This is an optimization exercise on Yosys and OpenROAD, whose aim is small area, a short achievable clock period and few clock cycles, not a production implementation. The RTL was checked by simulation tests, not by an equivalence proof against the original design.

== P ==
Design line_follower_turn_sequencer, start of the top module:
module line_follower_turn_sequencer
(
	input  wire                clk,
	input  wire                arst_n,
	input  wire                in_valid,
	output wire                in_ready,
	input  wire                in_ir_outer_left,
	input  wire                in_ir_inner_left,
	input  wire                in_ir_middle,
	input  wire                in_ir_inner_right,
	input  wire                in_ir_outer_right,
	input  wire                in_ir_park,
	input  wire signed [15:0]  in_yaw_rate,
	input  wire [31:0]         in_time_us,
	output wire                out_valid,
	input  wire                out_ready,
	output wire signed [7:0]   out_left_power,
	output wire signed [7:0]   out_right_power,
	output wire [2:0]          out_next_mode,
	input  wire                cfg_valid,
	output wire                cfg_ready,
	input  wire [1:0]          cfg_reg_index,
	input  wire [19:0]         cfg_wdata
);
	localparam int CAP = 7;     
	localparam int QD  = 6;     
	localparam int QA  = 3;     
	localparam logic [22:0] DEG_UNIT = 23'd15625;   
	logic [19:0] period_q;
	logic [22:0] thr_t_q;
	logic [22:0] thr_b_q;
	logic        cfg_ready_q;
	logic        wr_angle;
	assign wr_angle  = cfg_valid && cfg_ready_q && !cfg_reg_index[1];
	assign cfg_ready = cfg_ready_q;
	always_ff @(posedge clk or negedge arst_n) begin
		if (!arst_n) begin
			period_q    <= lfts_pkg::PERIOD_RST;
			cfg_ready_q <= 1'b0;    
		end else begin
			cfg_ready_q <= !wr_angle;
			if (cfg_valid && cfg_ready_q && cfg_reg_index == lfts_pkg::REG_PERIOD) period_q <= cfg_wdata;
		end
	end
	logic [3:0] occ_q;
	logic       in_ready_q;
	logic       out_valid_q;
	logic       accept, pop;
	logic [3:0] occ_nx;
	assign accept   = in_valid && in_ready_q;
	assign pop      = out_valid_q && out_ready;
	assign occ_nx   = (accept == pop) ? occ_q : accept ? occ_q + 4'd1 : occ_q - 4'd1;
	assign in_ready = in_ready_q;
	always_ff @(posedge clk or negedge arst_n) begin
		if (!arst_n) begin
			occ_q      <= '0;
			in_ready_q <= 1'b0;     
		end else begin
			occ_q      <= occ_nx;
  ...
Size in the first run: roughly 2100 cells after synthesis, roughly 390 flip-flops, ~100 I/O pins, roughly 0.022 mm2 of cells after synthesis.
export LEC_CHECK = 0
export CAP_MARGIN = 20
export CORE_MARGIN = 2
export CORE_UTILIZATION = 60
export SETUP_SLACK_MARGIN = 4.8
export SLEW_MARGIN = 20
export TNS_END_PERCENT = 10
create_clock -name core_clock -period 8.0 [get_ports {clk}]
run.sh (not shown) runs the stock make flow with config.mk's settings and CLKGATE_MAP_FILE= SYNTH_SCRIPT=/design/flow/synth_recipe.tcl, a recipe that flattens the netlist after the stock synthesis.
Testbench counts of P, summed over its fixed seeds: cycles 35,495.
Here is what was changed in the inputs of Q compared with P.
- CTS_CLUSTER_SIZE now 25, previously not set
- SETUP_SLACK_MARGIN now 5, was 4.8
- CTS_CLUSTER_DIAMETER now 120, previously not set
--- outcome ---
Share of the synthesized area in compound gates (AO/OA/AOI/OAI): P vs Q — no meaningful difference. P was routed with more vias than Q. Looking at relative slew slack, Q sits 1.3 points above P. Against P, the final cell area of Q is lower. Of the two values seen for start point of the critical path, out_next_q[0]$_DFFE_PN0P_ was produced by P and out_next_q[1]$_DFFE_PN0P_ by Q. On final worst slack, Q does better than P.
Here is what was changed in the inputs of R compared with Q.
- changing CTS_CLUSTER_DIAMETER from 120 to 150
- changing CTS_CLUSTER_SIZE from 25 to 30
[summary]
The flow did not stop early for R: all stages ran, and the layout cleared the timing, DRC and antenna checks.
Between Q and R, the fraction of area in non-clock buffers figures differ only marginally.
Q has a lower setup skew after layout than R.
Run comparison: R critical path capture point out_next_mode[0]; Q critical path capture point out_next_mode[1]
Register-to-register slack in R is 0.02 ns below Q.
From Q to R the numbers moved as follows: final critical-path required period moved down; post-route cell area level; number of global-route vias before repair moved up; maximum frequency moved up.
What S does differently from R at the input level:
- CORE_UTILIZATION: 60 -> 55
--- outcome ---
R has completed all stages; timing, DRC and antenna checks passed.
S: all stages complete, timing, DRC and antenna checks passed
S and R ended up with nearly the same highest cell delay on the worst timing path.
Clock skew (S over R): decrease, 0.0070 ns
Here is what was changed in the inputs of T compared with S.
- a change of CORE_UTILIZATION from 55 to 65
- a change of SETUP_SLACK_MARGIN from 5 to 4.8
Source-to-sink clock delay at the later pin of the worst-skew pair: S vs T, no meaningful difference
T vs S: setup slack of the critical path after layout down
T completed end to end with timing, DRC and antenna clean.
S completed every stage of the flow, and the final layout passed the timing, DRC and antenna checks.
Diff S -> T: clock skew went up by 0.013 ns; pin slew with the least headroom to its limit now smaller; fraction of standard cell area that is sequential increased 0.41 points; estimated wirelength of the detail-placed design moved down; utilization rose by 10 points.
T vs. S: global-route met3 utilization went up by 0.23 points.

-- afterwards: timing with drivers on the ports --
In the flow no input, the clock included, has a driving cell. The finished layouts below were timed again as built, in two steps. Step 1 (the two cells are an assumption about what drives the block):
set clk [get_ports {clk}]
set_driving_cell -lib_cell sky130_fd_sc_hd__clkbuf_16 $clk
set_driving_cell -lib_cell sky130_fd_sc_hd__buf_2 [delete_from_list [all_inputs] $clk]
Step 2 times the ports against the registers' clock, not the clock port: input delays grow and output delays shrink by t, the midpoint of the rising clock arrivals with the driver on. a / b / c = no drivers / after step 1 / after step 2; a / b = the first two.
| run | shift t [ns] | setup slack, ns | worst hold slack (ns) | clock arrival spread, ns |
|---|---|---|---|---|
| P | 0.612 | 4.786 / 4.731 / 4.314 | 0.325 / 0.325 / 0.325 | 0.021 / 0.020 |
| Q | 0.585 | 4.912 / 4.859 / 4.402 | 0.335 / 0.335 / 0.335 | 0.025 / 0.026 |
| R | 0.577 | 4.947 / 4.892 / 4.402 | 0.339 / 0.339 / 0.339 | 0.025 / 0.024 |
| S | 0.582 | 4.920 / 4.862 / 4.396 | 0.335 / 0.335 / 0.335 | 0.020 / 0.020 |
| T | 0.583 | 4.775 / 4.721 / 4.358 | 0.335 / 0.335 / 0.335 | 0.031 / 0.030 |
After both steps setup and hold are still met in every run listed. The setup slack of R, which loses most, moves by -0.055 ns with the drivers and by -0.545 ns with both steps.
